What follows belongs to an exercise in optimizing a design on an open flow for small area and a short achievable clock period; a production flow would make more cautious choices. Function was checked by simulation only, so behaviour that the tests miss may differ from the original.

the baseline:
==> flow/design.v <==
`timescale 1ns/1ps
`default_nettype none
package trace_monitor_pkg;
    typedef enum logic [3:0] {
        RANGE_LOWER_EN   = 4'd0,
        RANGE_UPPER_EN   = 4'd1,
        RANGE_LOWER      = 4'd2,
        RANGE_UPPER      = 4'd3,
        TRIGGER_START_EN = 4'd4,
        TRIGGER_END_EN   = 4'd5,
        TRIGGER_START    = 4'd6,
        TRIGGER_END      = 4'd7,
        WFI_STOP         = 4'd8,
        HALT_ON_FULL_EN  = 4'd9,
        FORCED_HALT      = 4'd10
    } ctrl_addr_e;
    typedef struct packed {
        logic [32-1:0]        pc;
        logic [32-1:0] instr;
        logic [32-1:0] delta;
        logic                          last;
    } trace_record_t;
    typedef struct packed {
        logic                   range_lower_en;
        logic                   range_upper_en;
        logic [32-1:0] range_lower;
        logic [32-1:0] range_upper;
        logic                   trigger_start_en;
        logic                   trigger_end_en;
        logic [32-1:0] trigger_start;
        logic [32-1:0] trigger_end;
        logic                   halt_on_full_en;
        logic                   forced_halt;
        logic                   wfi_stop_clear;
    } trace_config_t;
endpackage
`default_nettype wire
`timescale 1ns/1ps
`default_nettype none
module trace_monitor_top (
    input  wire logic                          clk,
    input  wire logic                          rst_n,
    input  wire logic [32-1:0]        pc,
    input  wire logic [32-1:0] instr,
    input  wire logic                          en,
    input  wire logic [3:0]                    ctrl_addr,
    input  wire logic [32-1:0]        ctrl_wdata,
    input  wire logic                          ctrl_write_enable,
    output logic                               tvalid,
    input  wire logic                          tready,
    output logic [(32 + 32 + 32)-1:0]       tdata,
    output logic                               tlast,
    output logic                               halt_cpu
);
    localparam int DEPTH = 8;
    localparam int RW    = (32 + 32 + 32) + 1;
    logic w_lo_en, w_hi_en, w_lo, w_hi, w_ts_en, w_te_en, w_ts, w_te;
    logic w_clr, w_hen, w_frc;
    always_comb begin
        w_lo_en = 1'b0; w_hi_en = 1'b0; w_lo = 1'b0; w_hi = 1'b0;
        w_ts_en = 1'b0; w_te_en = 1'b0; w_ts = 1'b0; w_te = 1'b0;
        w_clr = 1'b0; w_hen = 1'b0; w_frc = 1'b0;
        if (ctrl_write_enable) begin
            case (ctrl_addr)
                4'd0:  w_lo_en = 1'b1;
                4'd1:  w_hi_en = 1'b1;
                4'd2:  w_lo    = 1'b1;
                4'd3:  w_hi    = 1'b1;
                4'd4:  w_ts_en = 1'b1;
                4'd5:  w_te_en = 1'b1;
                4'd6:  w_ts    = 1'b1;
                4'd7:  w_te    = 1'b1;
                4'd8:  w_clr   = 1'b1;
                4'd9:  w_hen   = 1'b1;
                4'd10: w_frc   = 1'b1;
                default: ;
            endcase
        end
    end
    logic        lo_en, hi_en, ts_en, te_en, halt_en, forced, clr;
    logic        lo_wr, hi_wr, ts_wr, te_wr;
    logic [31:0] lo, hi, ts, te;
    logic        lo_en_n, hi_en_n, ts_en_n, te_en_n, halt_en_n, forced_n;
    logic        lo_wr_n, hi_wr_n;
    assign lo_en_n   = w_lo_en ? ctrl_wdata[0] : lo_en;
    assign hi_en_n   = w_hi_en ? ctrl_wdata[0] : hi_en;
    assign ts_en_n   = w_ts_en ? ctrl_wdata[0] : ts_en;
    assign te_en_n   = w_te_en ? ctrl_wdata[0] : te_en;
    assign halt_en_n = w_hen   ? ctrl_wdata[0] : halt_en;
    assign forced_n  = w_frc   ? ctrl_wdata[0] : forced;
    assign lo_wr_n   = lo_wr | w_lo;
    assign hi_wr_n   = hi_wr | w_hi;
    always_ff @(posedge clk or negedge rst_n) begin
        if (!rst_n) begin
            lo_en   <= 1'b0;
            hi_en   <= 1'b0;
            ts_en   <= 1'b0;
            te_en   <= 1'b0;
            halt_en <= 1'b1;
            forced  <= 1'b0;
            clr     <= 1'b0;
            lo_wr   <= 1'b0;
            hi_wr   <= 1'b0;
            ts_wr   <= 1'b0;
            te_wr   <= 1'b0;
        end else begin
            lo_en   <= lo_en_n;
            hi_en   <= hi_en_n;
            ts_en   <= ts_en_n;
            te_en   <= te_en_n;
            halt_en <= halt_en_n;
            forced  <= forced_n;
            clr     <= w_clr;
            lo_wr   <= lo_wr_n;
            hi_wr   <= hi_wr_n;
            ts_wr   <= ts_wr | w_ts;
            te_wr   <= te_wr | w_te;
        end
    end
    always_ff @(posedge clk) begin
        if (w_lo) lo <= ctrl_wdata;
        if (w_hi) hi <= ctrl_wdata;
        if (w_ts) ts <= ctrl_wdata;
        if (w_te) te <= ctrl_wdata;
    end
    logic [31:0] s0_pc, s0_instr, s1_pc, s1_instr;
    logic        s0_wfi, s1_wfi, s0_nz;
    always_ff @(posedge clk or negedge rst_n) begin
        if (!rst_n) begin
            s0_wfi <= 1'b0;
            s1_wfi <= 1'b0;
            s0_nz  <= 1'b0;
        end else begin
            s0_wfi <= (instr == 32'h10500073);
            s1_wfi <= s0_wfi;
            s0_nz  <= (pc != 32'h0);
        end
    end
    always_ff @(posedge clk) begin
        s0_pc    <= pc;
        s0_instr <= instr;
        s1_pc    <= s0_pc;
        s1_instr <= s0_instr;
    end
    logic s0_ms, s0_me, ms, me, sr, er, sr_n, er_n;
    logic eq_wd, eq_ts, eq_te;
    assign eq_wd = (pc == ctrl_wdata);
    assign eq_ts = ts_wr ? (pc == ts) : (pc == 32'h0);
    assign eq_te = te_wr ? (pc == te) : (pc == 32'hFFFF_FFFF);
    assign ms   = ts_en && s0_ms;
    assign me   = te_en && s0_me;
    assign sr_n = me ? 1'b0 : (ms ? 1'b1 : sr);
    assign er_n = me ? 1'b1 : (ms ? 1'b0 : er);
    logic [4:0] wfi_cnt, wfi_cnt_n;
    logic       sel_q, wf_q, lo_on_q, hi_on_q;
    logic       re_n, wf_n, win_n;
    always_comb begin
        if (!s1_wfi || clr)
            wfi_cnt_n = '0;
        else if (en && (wfi_cnt < 5'd16))
            wfi_cnt_n = wfi_cnt + 5'd1;
        else
            wfi_cnt_n = wfi_cnt;
    end
    assign re_n  = (s0_pc != pc) && s0_nz && !s0_wfi;
    assign wf_n  = s0_wfi && (wfi_cnt_n == 5'd15);
    assign win_n = (sr_n || !ts_en_n) && (!er_n || !te_en_n);
    always_ff @(posedge clk or negedge rst_n) begin
        if (!rst_n) begin
            wfi_cnt <= '0;
            sr      <= 1'b0;
            er      <= 1'b0;
            s0_ms   <= 1'b1;
            s0_me   <= 1'b0;
            sel_q   <= 1'b0;
            wf_q    <= 1'b0;
            lo_on_q <= 1'b0;
            hi_on_q <= 1'b0;
        end else begin
            wfi_cnt <= wfi_cnt_n;
            sr      <= sr_n;
            er      <= er_n;
            s0_ms   <= w_ts ? eq_wd : eq_ts;
            s0_me   <= w_te ? eq_wd : eq_te;
            sel_q   <= (re_n || wf_n) && win_n;
            wf_q    <= wf_n;
            lo_on_q <= lo_en_n && lo_wr_n;
            hi_on_q <= hi_en_n && hi_wr_n;
        end
    end
    logic lo_gt_h, lo_ge_l;
    logic hi_lt_h, hi_le_l;
    logic wd_gt_h, wd_lt_h, wd_ge_l, wd_le_l;
    logic w_lo_q, w_hi_q;
    logic ge_lo, le_hi, in_range, pre_q;
    always_ff @(posedge clk) begin
        lo_gt_h <= (s0_pc[31:16] >  lo[31:16]);
        lo_ge_l <= (s0_pc[31:16] == lo[31:16]) && (s0_pc[15:0] >= lo[15:0]);
        hi_lt_h <= (s0_pc[31:16] <  hi[31:16]);
        hi_le_l <= (s0_pc[31:16] == hi[31:16]) && (s0_pc[15:0] <= hi[15:0]);
        wd_gt_h <= (s0_pc[31:16] >  ctrl_wdata[31:16]);
        wd_lt_h <= (s0_pc[31:16] <  ctrl_wdata[31:16]);
        wd_ge_l <= (s0_pc[31:16] == ctrl_wdata[31:16]) && (s0_pc[15:0] >= ctrl_wdata[15:0]);
        wd_le_l <= (s0_pc[31:16] == ctrl_wdata[31:16]) && (s0_pc[15:0] <= ctrl_wdata[15:0]);
        w_lo_q  <= w_lo;
        w_hi_q  <= w_hi;
    end
    assign ge_lo    = w_lo_q ? (wd_gt_h || wd_ge_l) : (lo_gt_h || lo_ge_l);
    assign le_hi    = w_hi_q ? (wd_lt_h || wd_le_l) : (hi_lt_h || hi_le_l);
    assign in_range = (!lo_on_q || ge_lo) && (!hi_on_q || le_hi);
    assign pre_q    = sel_q && in_range;
    logic          full_q, cap_v, cap_v_n, load, push, cap_hold;
    logic [31:0]   delta;
    logic [RW-1:0] cap;
    assign load    = en && pre_q && (!cap_v || !full_q);
    assign push    = cap_v && !full_q;
    assign cap_v_n = load || (cap_v && full_q);
    always_ff @(posedge clk or negedge rst_n) begin
        if (!rst_n) begin
            delta    <= '0;
            cap_v    <= 1'b0;
            cap_hold <= 1'b0;
        end else begin
            if (load)
                delta <= 32'd1;
            else if (delta != 32'hFFFF_FFFF)
                delta <= delta + 32'd1;
            cap_v    <= cap_v_n;
            cap_hold <= cap_v_n && full_n;
        end
    end
    always_ff @(posedge clk) begin
        if (!cap_hold)
            cap <= {s1_instr, s1_pc, delta, wf_q};
    end
    logic [DEPTH-1:0][RW-1:0] mem;
    logic [DEPTH-1:0]         wr_oh, rd_oh, wr_oh_n, rd_oh_n, we_q;
    logic [3:0]               count, count_n;
    logic                     ne_q, pop, take_rdy, full_n;
    assign take_rdy = !tvalid || tready;
    assign pop      = ne_q && take_rdy;
    always_comb begin
        count_n = count;
        if (push && !pop)
            count_n = count + 4'd1;
        else if (!push && pop)
            count_n = count - 4'd1;
    end
    assign full_n  = (count_n == 4'(DEPTH));
    assign wr_oh_n = push ? {wr_oh[DEPTH-2:0], wr_oh[DEPTH-1]} : wr_oh;
    assign rd_oh_n = pop  ? {rd_oh[DEPTH-2:0], rd_oh[DEPTH-1]} : rd_oh;
    always_ff @(posedge clk or negedge rst_n) begin
        if (!rst_n) begin
            wr_oh    <= DEPTH'(1);
            rd_oh    <= DEPTH'(1);
            we_q     <= '0;
            count    <= '0;
            full_q   <= 1'b0;
            ne_q     <= 1'b0;
            halt_cpu <= 1'b0;
            tvalid   <= 1'b0;
        end else begin
            wr_oh    <= wr_oh_n;
            rd_oh    <= rd_oh_n;
            we_q     <= (cap_v_n && !full_n) ? wr_oh_n : '0;
            count    <= count_n;
            full_q   <= full_n;
            ne_q     <= (count_n != 4'd0);
            halt_cpu <= (halt_en_n && full_n) || forced_n;
            if (take_rdy)
                tvalid <= ne_q;
        end
    end
    always_ff @(posedge clk) begin
        for (int i = 0; i < DEPTH; i++) begin
            if (we_q[i])
                mem[i] <= cap;
        end
    end
    logic [RW-1:0] out_q, out_d;
    always_comb begin
        out_d = {RW{!pop}} & out_q;
        for (int i = 0; i < DEPTH; i++)
            out_d = out_d | ({RW{pop && rd_oh[i]}} & mem[i]);
    end
    always_ff @(posedge clk) begin
        out_q <= out_d;
    end
    assign tdata = out_q[RW-1:1];
    assign tlast = out_q[0];
endmodule
`default_nettype wire
==> flow/config.mk <==
export PLATFORM = sky130hd
export DESIGN_NAME = trace_monitor_top
export DESIGN_NICKNAME = trace_monitor_top
export VERILOG_FILES = /design/flow/design.v
export SDC_FILE = /design/flow/constraint.sdc
export NUM_CORES = 4
export LEC_CHECK = 0
export ABC_CLOCK_PERIOD_IN_PS = 1800
export CAP_MARGIN = 20
export CORE_MARGIN = 2
export CORE_UTILIZATION = 60
export CTS_CLUSTER_DIAMETER = 60
export CTS_CLUSTER_SIZE = 30
export SETUP_SLACK_MARGIN = 1.5
export SLEW_MARGIN = 20
==> flow/constraint.sdc <==
create_clock -name core_clock -period 3.5 [get_ports {clk}]
set_input_delay 0.7000 -clock core_clock [delete_from_list [all_inputs] [get_ports {clk}]]
set_output_delay 0.7000 -clock core_clock [all_outputs]
set_load 0.01 [all_outputs]
standard.sh (not shown) runs the stock make flow with config.mk's settings and CLKGATE_MAP_FILE= SYNTH_SCRIPT=/design/flow/synth_recipe.tcl, a recipe that flattens the netlist after the stock synthesis.
==> flow/flow/run.sh <==
#!/bin/bash
# Standard ORFS layout (the standard.sh, standard synthesis unchanged),
# with the port buffers made from plain buf cells instead of the delay-cell
# buffer that buffer_ports picks by default. Each tool's output goes to the
# ORFS logs under orfs/logs/, and make's own output to flow_make.log here.
set -euo pipefail
export BUFFER_PORTS_ARGS="-buffer_cell sky130_fd_sc_hd__buf_2"
bash standard.sh finish > flow_make.log 2>&1
diff inputs: the baseline => the candidate
-- flow/design.v --
<<< the baseline, line 128
    always_ff @(posedge clk or negedge rst_n) begin
        if (!rst_n) begin
            s0_wfi <= 1'b0;
            s1_wfi <= 1'b0;
            s0_nz  <= 1'b0;
        end else begin
            s0_wfi <= (instr == 32'h10500073);
            s1_wfi <= s0_wfi;
>>> the candidate, line 128
    always_ff @(posedge clk or negedge rst_n) begin
        if (!rst_n) begin
            s0_pc  <= '0;
            s0_wfi <= 1'b0;
            s1_wfi <= 1'b0;
            s0_nz  <= 1'b0;
        end else begin
            s0_pc  <= pc;
            s0_wfi <= (instr == 32'h10500073);
            s1_wfi <= s0_wfi;
<<< the baseline, line 138
    end
    always_ff @(posedge clk) begin
        s0_pc    <= pc;
        s0_instr <= instr;
        s1_pc    <= s0_pc;
>>> the candidate, line 140
    end
    always_ff @(posedge clk) begin
        s0_instr <= instr;
        s1_pc    <= s0_pc;
<<< the baseline, line 189
        end
    end
    logic lo_gt_h, lo_ge_l;
    logic hi_lt_h, hi_le_l;
    logic wd_gt_h, wd_lt_h, wd_ge_l, wd_le_l;
    logic w_lo_q, w_hi_q;
    logic ge_lo, le_hi, in_range, pre_q;
    always_ff @(posedge clk) begin
        lo_gt_h <= (s0_pc[31:16] >  lo[31:16]);
        lo_ge_l <= (s0_pc[31:16] == lo[31:16]) && (s0_pc[15:0] >= lo[15:0]);
        hi_lt_h <= (s0_pc[31:16] <  hi[31:16]);
        hi_le_l <= (s0_pc[31:16] == hi[31:16]) && (s0_pc[15:0] <= hi[15:0]);
        wd_gt_h <= (s0_pc[31:16] >  ctrl_wdata[31:16]);
        wd_lt_h <= (s0_pc[31:16] <  ctrl_wdata[31:16]);
        wd_ge_l <= (s0_pc[31:16] == ctrl_wdata[31:16]) && (s0_pc[15:0] >= ctrl_wdata[15:0]);
        wd_le_l <= (s0_pc[31:16] == ctrl_wdata[31:16]) && (s0_pc[15:0] <= ctrl_wdata[15:0]);
        w_lo_q  <= w_lo;
        w_hi_q  <= w_hi;
    end
    assign ge_lo    = w_lo_q ? (wd_gt_h || wd_ge_l) : (lo_gt_h || lo_ge_l);
    assign le_hi    = w_hi_q ? (wd_lt_h || wd_le_l) : (hi_lt_h || hi_le_l);
    assign in_range = (!lo_on_q || ge_lo) && (!hi_on_q || le_hi);
    assign pre_q    = sel_q && in_range;
    logic          full_q, cap_v, cap_v_n, load, push, cap_hold;
    logic [31:0]   delta;
    logic [RW-1:0] cap;
>>> the candidate, line 190
        end
    end
    logic lo_gt_h, lo_eq_h, lo_ge_l;
    logic hi_lt_h, hi_eq_h, hi_le_l;
    logic wd_gt_h, wd_lt_h, wd_eq_h, wd_ge_l, wd_le_l;
    logic w_lo_q, w_hi_q;
    logic ge_lo, le_hi, in_range, pre_q;
    always_ff @(posedge clk) begin
        lo_gt_h <= (s0_pc[31:16] >  lo[31:16]);
        lo_eq_h <= (s0_pc[31:16] == lo[31:16]);
        lo_ge_l <= (s0_pc[15:0]  >= lo[15:0]);
        hi_lt_h <= (s0_pc[31:16] <  hi[31:16]);
        hi_eq_h <= (s0_pc[31:16] == hi[31:16]);
        hi_le_l <= (s0_pc[15:0]  <= hi[15:0]);
        wd_gt_h <= (s0_pc[31:16] >  ctrl_wdata[31:16]);
        wd_lt_h <= (s0_pc[31:16] <  ctrl_wdata[31:16]);
        wd_eq_h <= (s0_pc[31:16] == ctrl_wdata[31:16]);
        wd_ge_l <= (s0_pc[15:0]  >= ctrl_wdata[15:0]);
        wd_le_l <= (s0_pc[15:0]  <= ctrl_wdata[15:0]);
        w_lo_q  <= w_lo;
        w_hi_q  <= w_hi;
    end
    assign ge_lo    = w_lo_q ? (wd_gt_h || (wd_eq_h && wd_ge_l))
                             : (lo_gt_h || (lo_eq_h && lo_ge_l));
    assign le_hi    = w_hi_q ? (wd_lt_h || (wd_eq_h && wd_le_l))
                             : (hi_lt_h || (hi_eq_h && hi_le_l));
    assign in_range = (!lo_on_q || ge_lo) && (!hi_on_q || le_hi);
    assign pre_q    = sel_q && in_range;
    logic          full_q, cap_v, cap_v_n, load, push;
    logic [31:0]   delta;
    logic [RW-1:0] cap;
<<< the baseline, line 218
    always_ff @(posedge clk or negedge rst_n) begin
        if (!rst_n) begin
            delta    <= '0;
            cap_v    <= 1'b0;
            cap_hold <= 1'b0;
        end else begin
            if (load)
>>> the candidate, line 224
    always_ff @(posedge clk or negedge rst_n) begin
        if (!rst_n) begin
            delta <= '0;
            cap_v <= 1'b0;
        end else begin
            if (load)
<<< the baseline, line 226
            else if (delta != 32'hFFFF_FFFF)
                delta <= delta + 32'd1;
            cap_v    <= cap_v_n;
            cap_hold <= cap_v_n && full_n;
        end
    end
    always_ff @(posedge clk) begin
        if (!cap_hold)
            cap <= {s1_instr, s1_pc, delta, wf_q};
    end
>>> the candidate, line 231
            else if (delta != 32'hFFFF_FFFF)
                delta <= delta + 32'd1;
            cap_v <= cap_v_n;
        end
    end
    always_ff @(posedge clk) begin
        if (load)
            cap <= {s1_instr, s1_pc, delta, wf_q};
    end
- The candidate against the baseline: via count +399; sequential share of layout area -1.4 points.
- Re first-pass GRT wire length: the baseline and the candidate aren't equal, and the higher value belongs to the candidate.
- Maximum frequency is lower on the candidate
- The candidate — global routing met3 resource utilization 0.25 points higher, the baseline as reference
- After detailed routing, the baseline needs less wire than the candidate.

## separate check: timing with driven ports
Ports are ideal in the flow. The routed layouts listed here were re-timed in OpenROAD. Step 1 (the two cells are an assumption about what drives the block):
set clk [get_ports {clk}]
set_driving_cell -lib_cell sky130_fd_sc_hd__clkbuf_16 $clk
set_driving_cell -lib_cell sky130_fd_sc_hd__buf_2 [delete_from_list [all_inputs] $clk]
Step 2 adds t to the input delays and takes it off the output delays; t is the mean of the earliest and latest rising clock arrival at the registers after step 1. Input paths then give back, and output paths get back, about the clock's delay inside the block. a / b / c = ideal ports / drivers / drivers and shift; a / b = the first two.
| run | shift t [ns] | setup WS [ns] | clock arrival spread, ns | worst register clock-pin slew, ns | cell pins on the clock port's net |
|---|---|---|---|---|---|
| the baseline | 0.703 | 1.478 / 1.478 / 0.963 | 0.040 / 0.041 | 0.11 / 0.11 | 1 |
| the candidate | 0.724 | 1.370 / 1.370 / 0.957 | 0.052 / 0.052 | 0.11 / 0.11 | 1 |
After both steps every run listed still meets setup and hold. For the baseline, which loses most, drivers alone change the setup slack by 0.000 ns; drivers and shift together by -0.515 ns.
